What follows belongs to an exercise in optimizing a design on an open flow for small area; a production flow would make more cautious choices. Function was checked by simulation only, so behaviour that the tests miss may differ from the original. Power figures rest on the tool's default switching activity, not on a simulated workload.

==> ember: inputs <==
// pipeCpu
module pipeCpu #(
	parameter int imemDepth = 64,
	parameter int dmemDepth = 64
) (
	input logic clk,
	input logic rstN,
	input logic imemWrite,
	input logic [31:0] imemData,
	input logic run,
	output logic wbValid,
	output logic [4:0] wbIdx,
	output logic [31:0] wbData
);
	localparam int tagW = 7;
	localparam int insW = 29;
	localparam int slotW = tagW + 32;
	localparam logic [1:0] swpA = 2'd0;  
	localparam logic [1:0] swpB = 2'd1;  
	localparam logic [1:0] swpM = 2'd2;  
	logic [2:0] ph;  
	logic [6:0] loadPtr;  
	logic [6:0] pc;  
	logic act;  
	logic [1:0] swp;  
	logic rec;  
	logic lock;  
	logic [28:0] ir;
	logic [31:0] x;  
	logic [5:0] addr;  
	logic [8*slotW-1:0] head;  
	logic [8*slotW-1:0] tail;  
	logic [7:0] pend;  
	logic [7:0] loadIns, runIns;
	logic [7:0] m, laneOk, hi;
	logic [7:0] wrLane, keep;
	logic [8*32-1:0] bufs;
	logic [2:0] myRow;
	logic start, sweeping, first, last, validRow, capt;
	logic [insW-1:0] fetchW;
	logic [4:0] rsE;
	logic [tagW-1:0] key;
	logic en;
	logic [31:0] sel;
	logic any;
	logic [tagW-1:0] recTag;
	logic [31:0] recData;
	logic [2:0] recLane;
	logic [2:0] cls, fn, aluOp;
	logic isR, rOk, isLw, isSw, zext, iAlu, writes, sub, lt;
	logic [4:0] dest;
	logic [31:0] xa, a, b, sum, res;
	logic [32:0] sumW;
	logic [3:0] tt;
	logic aluR, aluI;
	logic [31:0] resL;
	logic [insW-1:0] enc;  
	logic [5:0] o, f;
	logic [2:0] c, fc;
	always_comb
	begin
		o = imemData[31:26];
		f = imemData[5:0];
		case (o)
			6'h08: c = 3'd1;
			6'h0a: c = 3'd7;
			6'h0c: c = 3'd3;
			6'h0d: c = 3'd4;
			6'h0e: c = 3'd5;
			6'h23: c = 3'd2;
			6'h2b: c = 3'd6;
			default: c = 3'd0;
		endcase
		case (f)
			6'h20: fc = 3'd1;
			6'h22: fc = 3'd2;
			6'h24: fc = 3'd3;
			6'h25: fc = 3'd4;
			6'h26: fc = 3'd5;
			6'h27: fc = 3'd6;
			6'h2a: fc = 3'd7;
  ...
==> flow/config.mk <==
export PLATFORM = sky130hd
export DESIGN_NAME = pipeCpu
export DESIGN_NICKNAME = pipeCpu
export VERILOG_FILES = /design/flow/design.v
export SDC_FILE = /design/flow/constraint.sdc
export NUM_CORES = 4
export LEC_CHECK = 0
export ABC_AREA = 1
export CAP_MARGIN = 20
export CORE_MARGIN = 2
export CORE_UTILIZATION = 60
export SLEW_MARGIN = 20
==> flow/constraint.sdc <==
create_clock -name core_clock -period 10.0 [get_ports {clk}]
set_input_delay 2.0000 -clock core_clock [delete_from_list [all_inputs] [get_ports {clk}]]
set_output_delay 2.0000 -clock core_clock [all_outputs]
set_load 0.01 [all_outputs]
standard.sh (not shown) runs the stock make flow with config.mk's settings and CLKGATE_MAP_FILE= SYNTH_SCRIPT=/design/flow/synth_recipe.tcl, a recipe that flattens the netlist after the stock synthesis.
==> flow/flow/run.sh <==
#!/bin/bash
# Standard layout with two changes: the clock tree is built from clkbuf_8
# leaf clusters without dummy balancing loads, and the port buffers are
# buf_1 cells. Everything else, synthesis included, is the standard flow.
set -e
export CTS_ARGS="-sink_clustering_enable -repair_clock_nets -buf_list sky130_fd_sc_hd__clkbuf_8 -sink_clustering_size 18 -sink_clustering_max_diameter 55 -dont_use_dummy_load"
export BUFFER_PORTS_ARGS="-buffer_cell sky130_fd_sc_hd__buf_1"
bash standard.sh > standard.log 2>&1
==> inputs of garnet, as changes to ember <==
--- a/flow/design.v
+++ b/flow/design.v
@@ -27,17 +27,17 @@
 	logic [28:0] ir;
 	logic [31:0] x;  
 	logic [5:0] addr;  
 	logic [8*slotW-1:0] head;  
 	logic [8*slotW-1:0] tail;  
 	logic [7:0] pend;  
 	logic [7:0] loadIns, runIns;
 	logic [7:0] m, laneOk, hi;
-	logic [7:0] wrLane, keep;
+	logic [7:0] wrLane;
 	logic [8*32-1:0] bufs;
 	logic [2:0] myRow;
 	logic start, sweeping, first, last, validRow, capt;
 	logic [insW-1:0] fetchW;
 	logic [4:0] rsE;
 	logic [tagW-1:0] key;
 	logic en;
 	logic [31:0] sel;
@@ -46,17 +46,16 @@
 	logic [31:0] recData;
 	logic [2:0] recLane;
 	logic [2:0] cls, fn, aluOp;
 	logic isR, rOk, isLw, isSw, zext, iAlu, writes, sub, lt;
 	logic [4:0] dest;
 	logic [31:0] xa, a, b, sum, res;
 	logic [32:0] sumW;
 	logic [3:0] tt;
-	logic aluR, aluI;
 	logic [31:0] resL;
 	logic [insW-1:0] enc;  
 	logic [5:0] o, f;
 	logic [2:0] c, fc;
 	always_comb
 	begin
 		o = imemData[31:26];
 		f = imemData[5:0];
@@ -91,35 +90,31 @@
 	assign iAlu = !isR && !isLw && !isSw;
 	assign zext = cls == 3'd3 || cls == 3'd4 || cls == 3'd5;
 	assign writes = (isR && rOk) || iAlu || isLw;
 	assign dest = isR ? ir[15:11] : ir[20:16];
 	assign aluOp = isR ? fn : cls;
 	assign sub = aluOp == 3'd2 || aluOp == 3'd7;
 	assign xa = capt ? sel : x;
 	assign a = iAlu ? xa : x;
-	assign aluR = swp == swpB && !start && isR;
-	assign aluI = last && swp == swpA && iAlu;
-	assign b = aluI ? {zext ? 16'b0 : {16{ir[15]}}, ir[15:0]} : sel;
+	assign b = isR ? sel : {zext ? 16'b0 : {16{ir[15]}}, ir[15:0]};
 	assign sumW = {a, 1'b1} + {sub ? ~b : b, sub};
 	assign sum = sumW[32:1];
 	assign lt = (a[31] ^ b[31]) ? a[31] : sum[31];
 	always_comb
 	begin
-		if (!aluR && !aluI)
-			tt = 4'b1010;
-		else case (aluOp)
+		case (aluOp)
 			3'd3: tt = 4'b1000;
 			3'd4: tt = 4'b1110;
 			3'd5: tt = 4'b0110;
 			default: tt = 4'b0001;
 		endcase
 		for (int i = 0; i < 32; i++)
 			resL[i] = tt[{a[i], b[i]}];
-		if ((!aluR && !aluI) || (aluOp >= 3'd3 && aluOp <= 3'd6))
+		if (aluOp >= 3'd3 && aluOp <= 3'd6)
 			res = resL;
 		else if (aluOp == 3'd7)
 			res = {31'b0, lt};
 		else
 			res = sum;
 	end
 	assign recData = x;
 	assign recTag = isSw ? {1'b1, addr} : {2'b00, writes ? dest : 5'd0};
@@ -133,19 +128,17 @@
 	for (genvar j = 0; j < 8; j++)
 	begin : g_lane
 		logic [8*slotW-1:0] st;  
 		logic [2:0] row;
 		assign row = ~((3'(j) < loadPtr[2:0]) ? loadPtr[5:3] : loadPtr[5:3] - 3'd1);
 		assign loadIns[j] = pend[j] && ph == row;
 		assign runIns[j] = rec && recLane == 3'(j);
 		assign tail[j*slotW +: slotW] = st[7*slotW +: slotW];
-		assign keep[j] = !runIns[j] && !loadIns[j];
-		assign head[j*slotW +: 32] = ({32{runIns[j]}} & recData) |
-			({32{loadIns[j] && !runIns[j]}} & bufs[j*32 +: 32]) | ({32{keep[j]}} & st[7*slotW +: 32]);
+		assign head[j*slotW +: 32] = runIns[j] ? recData : loadIns[j] ? bufs[j*32 +: 32] : st[7*slotW +: 32];
 		assign head[j*slotW+32 +: tagW] = runIns[j] ? recTag : st[7*slotW+32 +: tagW];
 		always_ff @(posedge clk)
 		begin
 			st <= {st[7*slotW-1:0], head[j*slotW +: slotW]};
 			if (!rstN)
 				pend[j] <= 1'b0;
 			else if (wrLane[j])
 				pend[j] <= 1'b1;
@@ -199,18 +192,20 @@
 	always_ff @(posedge clk)
 	begin
 		if (start)
 			ir <= fetchW;
 		else if (wrLane[0])
 			ir <= enc;
 		if (wrLane[1])
 			x <= {3'b0, enc};
-		else if (aluI || capt)
+		else if (last && swp == swpA && iAlu)
 			x <= res;
+		else if (capt)
+			x <= (swp == swpB && !start && isR) ? res : sel;
 		if (sweeping)
 			lock <= any || (lock && !first);
 		if (last && swp == swpA)
 			addr <= xa[5:0] + ir[5:0];
 		if (!rstN)
 		begin
 			ph <= '0;
 			loadPtr <= '0;
==> flow/run.sh (new file) <==
#!/bin/bash
# synth_recipe.tcl (not shown) runs the flow's synth.tcl, then flattens the netlist and writes it again
# the make line also repeats each setting of config.mk as NAME=value (left out here)
make -C /OpenROAD-flow-scripts/flow DESIGN_CONFIG=/design/flow/config.mk WORK_HOME=/design/flow/orfs CLKGATE_MAP_FILE= SYNTH_SCRIPT=/design/flow/synth_recipe.tcl finish
CTS_BUF_LIST = sky130_fd_sc_hd__clkbuf_4 sky130_fd_sc_hd__clkbuf_8   (was unset)
CTS_CLUSTER_DIAMETER = 50   (was unset)
CTS_CLUSTER_SIZE = 16   (was unset)
removed: flow/flow/run.sh
removed: flow/standard.sh
==> inputs of juniper, as changes to ember <==
--- a/flow/design.v
+++ b/flow/design.v
@@ -27,17 +27,17 @@
 	logic [28:0] ir;
 	logic [31:0] x;  
 	logic [5:0] addr;  
 	logic [8*slotW-1:0] head;  
 	logic [8*slotW-1:0] tail;  
 	logic [7:0] pend;  
 	logic [7:0] loadIns, runIns;
 	logic [7:0] m, laneOk, hi;
-	logic [7:0] wrLane, keep;
+	logic [7:0] wrLane;
 	logic [8*32-1:0] bufs;
 	logic [2:0] myRow;
 	logic start, sweeping, first, last, validRow, capt;
 	logic [insW-1:0] fetchW;
 	logic [4:0] rsE;
 	logic [tagW-1:0] key;
 	logic en;
 	logic [31:0] sel;
@@ -46,17 +46,16 @@
 	logic [31:0] recData;
 	logic [2:0] recLane;
 	logic [2:0] cls, fn, aluOp;
 	logic isR, rOk, isLw, isSw, zext, iAlu, writes, sub, lt;
 	logic [4:0] dest;
 	logic [31:0] xa, a, b, sum, res;
 	logic [32:0] sumW;
 	logic [3:0] tt;
-	logic aluR, aluI;
 	logic [31:0] resL;
 	logic [insW-1:0] enc;  
 	logic [5:0] o, f;
 	logic [2:0] c, fc;
 	always_comb
 	begin
 		o = imemData[31:26];
 		f = imemData[5:0];
@@ -91,35 +90,31 @@
 	assign iAlu = !isR && !isLw && !isSw;
 	assign zext = cls == 3'd3 || cls == 3'd4 || cls == 3'd5;
 	assign writes = (isR && rOk) || iAlu || isLw;
 	assign dest = isR ? ir[15:11] : ir[20:16];
 	assign aluOp = isR ? fn : cls;
 	assign sub = aluOp == 3'd2 || aluOp == 3'd7;
 	assign xa = capt ? sel : x;
 	assign a = iAlu ? xa : x;
-	assign aluR = swp == swpB && !start && isR;
-	assign aluI = last && swp == swpA && iAlu;
-	assign b = aluI ? {zext ? 16'b0 : {16{ir[15]}}, ir[15:0]} : sel;
+	assign b = isR ? sel : {zext ? 16'b0 : {16{ir[15]}}, ir[15:0]};
 	assign sumW = {a, 1'b1} + {sub ? ~b : b, sub};
 	assign sum = sumW[32:1];
 	assign lt = (a[31] ^ b[31]) ? a[31] : sum[31];
 	always_comb
 	begin
-		if (!aluR && !aluI)
-			tt = 4'b1010;
-		else case (aluOp)
+		case (aluOp)
 			3'd3: tt = 4'b1000;
 			3'd4: tt = 4'b1110;
 			3'd5: tt = 4'b0110;
 			default: tt = 4'b0001;
 		endcase
 		for (int i = 0; i < 32; i++)
 			resL[i] = tt[{a[i], b[i]}];
-		if ((!aluR && !aluI) || (aluOp >= 3'd3 && aluOp <= 3'd6))
+		if (aluOp >= 3'd3 && aluOp <= 3'd6)
 			res = resL;
 		else if (aluOp == 3'd7)
 			res = {31'b0, lt};
 		else
 			res = sum;
 	end
 	assign recData = x;
 	assign recTag = isSw ? {1'b1, addr} : {2'b00, writes ? dest : 5'd0};
@@ -133,19 +128,17 @@
 	for (genvar j = 0; j < 8; j++)
 	begin : g_lane
 		logic [8*slotW-1:0] st;  
 		logic [2:0] row;
 		assign row = ~((3'(j) < loadPtr[2:0]) ? loadPtr[5:3] : loadPtr[5:3] - 3'd1);
 		assign loadIns[j] = pend[j] && ph == row;
 		assign runIns[j] = rec && recLane == 3'(j);
 		assign tail[j*slotW +: slotW] = st[7*slotW +: slotW];
-		assign keep[j] = !runIns[j] && !loadIns[j];
-		assign head[j*slotW +: 32] = ({32{runIns[j]}} & recData) |
-			({32{loadIns[j] && !runIns[j]}} & bufs[j*32 +: 32]) | ({32{keep[j]}} & st[7*slotW +: 32]);
+		assign head[j*slotW +: 32] = runIns[j] ? recData : loadIns[j] ? bufs[j*32 +: 32] : st[7*slotW +: 32];
 		assign head[j*slotW+32 +: tagW] = runIns[j] ? recTag : st[7*slotW+32 +: tagW];
 		always_ff @(posedge clk)
 		begin
 			st <= {st[7*slotW-1:0], head[j*slotW +: slotW]};
 			if (!rstN)
 				pend[j] <= 1'b0;
 			else if (wrLane[j])
 				pend[j] <= 1'b1;
@@ -199,18 +192,20 @@
 	always_ff @(posedge clk)
 	begin
 		if (start)
 			ir <= fetchW;
 		else if (wrLane[0])
 			ir <= enc;
 		if (wrLane[1])
 			x <= {3'b0, enc};
-		else if (aluI || capt)
+		else if (last && swp == swpA && iAlu)
 			x <= res;
+		else if (capt)
+			x <= (swp == swpB && !start && isR) ? res : sel;
 		if (sweeping)
 			lock <= any || (lock && !first);
 		if (last && swp == swpA)
 			addr <= xa[5:0] + ir[5:0];
 		if (!rstN)
 		begin
 			ph <= '0;
 			loadPtr <= '0;
==> flow/flow/run.sh (replaced) <==
#!/bin/bash
# Standard layout with two changes: the clock tree is built from clkbuf_8
# leaf clusters without dummy balancing loads, and the port buffers are
# buf_1 cells. Everything else, synthesis included, is the standard flow.
set -e
export CTS_ARGS="-sink_clustering_enable -repair_clock_nets -buf_list sky130_fd_sc_hd__clkbuf_8 -sink_clustering_size 16 -sink_clustering_max_diameter 60 -dont_use_dummy_load"
export BUFFER_PORTS_ARGS="-buffer_cell sky130_fd_sc_hd__buf_1"
bash standard.sh > standard.log 2>&1
==> inputs of amber, as changes to ember <==
==> flow/design.v (replaced) <==
module pipeCpu #(
	parameter int imemDepth = 64,
	parameter int dmemDepth = 64
) (
	input logic clk,
	input logic rstN,
	input logic imemWrite,
	input logic [31:0] imemData,
	input logic run,
	output logic wbValid,
	output logic [4:0] wbIdx,
	output logic [31:0] wbData
);
	localparam int tagW = 7;
	localparam int slotW = tagW + 32;
	localparam logic [1:0] swpA = 2'd0;  
	localparam logic [1:0] swpB = 2'd1;  
	localparam logic [1:0] swpM = 2'd2;  
	logic [2:0] ph;  
	logic [6:0] loadPtr;  
	logic [6:0] pc;  
	logic act;  
	logic [1:0] swp;  
	logic rec;  
	logic lock;  
	logic [31:0] ir;
	logic [31:0] x;  
	logic [5:0] addr;  
	logic [8*slotW-1:0] head;  
	logic [8*slotW-1:0] tail;  
	logic [7:0] pend;  
	logic [7:0] loadIns, runIns;
	logic [7:0] m, laneOk, hi;
	logic [7:0] wrLane;
	logic [8*32-1:0] bufs;
	logic [2:0] myRow;
	logic start, sweeping, first, last, validRow, capt;
	logic [31:0] fetchW;
	logic [4:0] rsE;
	logic [tagW-1:0] key;
	logic en;
	logic [31:0] sel;
	logic any;
	logic [tagW-1:0] recTag;
	logic [31:0] recData;
	logic [2:0] recLane;
	logic [5:0] op, fn;
	logic isR, rOk, isSlti, isLw, isSw, zext, iAlu, writes, sub, lt;
	logic [4:0] dest;
	logic [3:0] k;
	logic [31:0] xa, a, b, sum, res;
	logic [32:0] sumW;
	assign op = ir[31:26];
	assign fn = ir[5:0];
	assign isR = op == 6'h00;
	assign rOk = fn == 6'h20 || fn == 6'h22 || fn == 6'h24 || fn == 6'h25 ||
		fn == 6'h26 || fn == 6'h27 || fn == 6'h2a;
	assign isSlti = op == 6'h0a;
	assign isLw = op == 6'h23;
	assign isSw = op == 6'h2b;
	assign zext = op == 6'h0c || op == 6'h0d || op == 6'h0e;
	assign iAlu = op == 6'h08 || isSlti || zext;
	assign writes = (isR && rOk) || iAlu || isLw;
	assign dest = isR ? ir[15:11] : ir[20:16];
	assign k = isR ? fn[3:0] : op[3:0];
	assign sub = isR ? fn[2:0] == 3'b010 : isSlti;
	assign xa = capt ? sel : x;
	assign a = iAlu ? xa : x;
	assign b = isR ? sel : {zext ? 16'b0 : {16{ir[15]}}, ir[15:0]};
	assign sumW = {a, 1'b1} + {sub ? ~b : b, sub};
	assign sum = sumW[32:1];
	assign lt = (a[31] ^ b[31]) ? a[31] : sum[31];
	always_comb
	begin
		case (k[2:0])
			3'b100: res = a & b;
			3'b101: res = a | b;
			3'b110: res = a ^ b;
			3'b111: res = ~(a | b);
			default: res = (k[3] && k[1]) ? {31'b0, lt} : sum;
		endcase
	end
	assign recData = x;
	assign recTag = isSw ? {1'b1, addr} : {2'b00, writes ? dest : 5'd0};
	assign recLane = pc[2:0] - 3'd1;
	assign wbValid = rec && writes && dest != 5'd0;
	assign wbIdx = dest;
	assign wbData = recData;
	assign wrLane = imemWrite && !loadPtr[6] ? 8'(1) << loadPtr[2:0] : 8'd0;
	assign bufs[0 +: 32] = ir;
	assign bufs[32 +: 32] = x;
	for (genvar j = 0; j < 8; j++)
	begin : g_lane
		logic [8*slotW-1:0] st;  
		logic [2:0] row;
		assign row = ~((3'(j) < loadPtr[2:0]) ? loadPtr[5:3] : loadPtr[5:3] - 3'd1);
		assign loadIns[j] = pend[j] && ph == row;
		assign runIns[j] = rec && recLane == 3'(j);
		assign tail[j*slotW +: slotW] = st[7*slotW +: slotW];
		assign head[j*slotW +: 32] = runIns[j] ? recData : loadIns[j] ? bufs[j*32 +: 32] : st[7*slotW +: 32];
		assign head[j*slotW+32 +: tagW] = runIns[j] ? recTag : st[7*slotW+32 +: tagW];
		always_ff @(posedge clk)
		begin
			st <= {st[7*slotW-1:0], head[j*slotW +: slotW]};
			if (!rstN)
				pend[j] <= 1'b0;
			else if (wrLane[j])
				pend[j] <= 1'b1;
			else if (loadIns[j])
				pend[j] <= 1'b0;
		end
		if (j >= 2)
		begin : g_buf
			logic [31:0] bufW;
			assign bufs[j*32 +: 32] = bufW;
			always_ff @(posedge clk)
				if (wrLane[j])
					bufW <= imemData;
		end
	end
	always_comb
	begin
		fetchW = '0;
		for (int j = 0; j < 8; j++)
			fetchW = fetchW | ({32{pc[2:0] == 3'(j)}} & tail[j*slotW +: 32]);
	end
	assign myRow = ~pc[5:3];
	assign start = !act && run && pc < loadPtr && pend == '0 && ph == myRow;
	assign sweeping = start || act;
	assign first = ph == myRow && (start || (act && swp != swpA));
	assign validRow = ph > myRow;
	assign last = act && ph + 3'd1 == myRow;
	assign rsE = start ? fetchW[25:21] : ir[25:21];
	assign key = (swp == swpM && !start) ? {1'b1, addr} :
		{2'b00, (swp == swpB && !start) ? ir[20:16] : rsE};
	assign en = sweeping && (swp == swpM && !start || key[4:0] != 5'd0);
	always_comb
	begin
		for (int j = 0; j < 8; j++)
		begin
			laneOk[j] = first ? 3'(j) < pc[2:0] : validRow;
			m[j] = en && laneOk[j] && head[j*slotW+32 +: tagW] == key;
		end
	end
	always_comb
	begin
		sel = '0;
		hi = '0;
		for (int j = 6; j >= 0; j--)
			hi[j] = hi[j + 1] | m[j + 1];
		for (int j = 0; j < 8; j++)
			sel = sel | ({32{m[j] && !hi[j]}} & head[j*slotW +: 32]);
	end
	assign any = m != '0;
	assign capt = sweeping && (any || last) && (first || !lock);
	always_ff @(posedge clk)
	begin
		if (start)
			ir <= fetchW;
		else if (wrLane[0])
			ir <= imemData;
		if (wrLane[1])
			x <= imemData;
		else if (last && swp == swpA && iAlu)
			x <= res;
		else if (capt)
			x <= (swp == swpB && !start && isR) ? res : sel;
		if (sweeping)
			lock <= any || (lock && !first);
		if (last && swp == swpA)
			addr <= xa[5:0] + ir[5:0];
		if (!rstN)
		begin
			ph <= '0;
			loadPtr <= '0;
			pc <= '0;
			act <= 1'b0;
			swp <= swpA;
			rec <= 1'b0;
		end
		else
		begin
			ph <= ph + 3'd1;
			if (imemWrite && !loadPtr[6])
				loadPtr <= loadPtr + 7'd1;
			rec <= 1'b0;
			if (start)
			begin
				act <= 1'b1;
				swp <= swpA;
			end
			if (last)
			begin
				if (swp == swpA && ((isR && rOk && ir[15:11] != 5'd0) || isSw))
					swp <= swpB;
				else if (swp == swpA && isLw && ir[20:16] != 5'd0)
					swp <= swpM;
				else
				begin
					act <= 1'b0;
					rec <= 1'b1;
					pc <= pc + 7'd1;
				end
			end
		end
	end
endmodule
==> flow/run.sh (new file) <==
#!/bin/bash
# synth_recipe.tcl (not shown) runs the flow's synth.tcl, then flattens the netlist and writes it again
# the make line also repeats each setting of config.mk as NAME=value (left out here)
make -C /OpenROAD-flow-scripts/flow DESIGN_CONFIG=/design/flow/config.mk WORK_HOME=/design/flow/orfs CLKGATE_MAP_FILE= SYNTH_SCRIPT=/design/flow/synth_recipe.tcl finish
CTS_BUF_LIST = sky130_fd_sc_hd__clkbuf_4 sky130_fd_sc_hd__clkbuf_8   (was unset)
removed: flow/flow/run.sh
removed: flow/standard.sh
==> notes <==
- Via count: amber > juniper > garnet > ember.
- Of juniper and garnet, garnet has the higher final cell count (gap 1.5%, measured against garnet).
- Fmax, highest first: ember, juniper, amber, garnet.
- The highest clock power belongs to amber, the lowest to ember.
- In flip-flop and latch count, juniper and ember do not differ.
- Between garnet and ember, the lower clock skew is in garnet (gap 0.059 ns).
- The highest worst hold slack belongs to garnet, the lowest to ember.
- juniper completed with no timing, DRC or antenna violations. amber went through all stages and came out clean. ember ran to the end with no violations. garnet went through all stages and came out clean.
- Of garnet and juniper, garnet has the higher cell area (gap about 2.2%, measured against juniper).
==> figures <==
metric                                                                      ember            juniper              amber             garnet
Routed wire length per instance                                           25.8 um            25.3 um            23.8 um            25.1 um
CP Data Arrival Time                                                      9.47 ns            9.47 ns            9.73 ns           10.00 ns
Worst Setup Slack, final                                                  1.12 ns            1.11 ns            1.00 ns           0.673 ns
Achievable Freq                                                         0.113 GHz          0.113 GHz          0.111 GHz          0.107 GHz
Clock buffers and inverters, area share                                    0.0321             0.0339             0.0999             0.0484
Share of the synthesized area in compound gates (AO/OA/AOI/OAI)            0.0751             0.0832             0.0746             0.0832
Count of flip-flops and latches                                             2,767              2,767              2,788              2,767
Status                                                             finished clean     finished clean     finished clean     finished clean
Worst slew slack as a fraction of its limit                                 0.185              0.270              0.240              0.199
Combinational gate power                                                   753 uW            1080 uW             652 uW            1090 uW
Power density of the placed cells                                     222 nW/um^2        224 nW/um^2        252 nW/um^2        230 nW/um^2
Wire length on met2                                                     88,600 um          88,300 um          90,300 um          88,700 um
Vias per cell                                                                5.56               5.61               5.38               5.50
Synth unique cells                                                             60                 65                 61                 65
Placed instance area                                                 76,800 sq um       77,700 sq um       79,600 sq um       78,200 sq um
Yosys top cell area share                                                   0.679              0.670              0.657              0.670
Hold endpoint                                                    g_lane[2].st[41]  g_lane[4].st[234]  g_lane[6].st[118]  g_lane[5].st[168]
Share of the clock period used by the worst path                            0.888              0.889              0.900              0.933

[port drivers added, routing unchanged]
How much do the figures lean on ideal ports? The routed layouts below were timed once more, with nothing changed but the port constraints. Step 1, drivers: a clkbuf_16 drives clk and a buf_2 each remaining input, both assumed. Step 2 also shifts input and output timing later by t, the mid clock arrival at the registers, as if the neighbouring blocks saw the same clock. a / b / c = ideal / step 1 / step 2; a / b = the first two.
run	t (ns)	setup WS [ns]	hold slack, ns	worst register clock-pin slew, ns	cell pins on the clock port's net
ember	0.962	1.117 / 1.117 / 0.321	0.248 / 0.248 / 0.248	0.12 / 0.12	1
garnet	1.022	0.673 / 0.673 / 0.204	0.296 / 0.296 / 0.296	0.11 / 0.11	1
juniper	0.971	1.113 / 1.113 / 0.200	0.269 / 0.269 / 0.269	0.10 / 0.10	1
amber	1.068	1.002 / 1.054 / -0.014	0.264 / 0.264 / 0.264	0.07 / 0.07	1
Met with ideal ports but missed after step 2: setup timing in amber. The setup slack of amber, which loses most, moves by +0.052 ns with the drivers and by -1.016 ns with both steps.
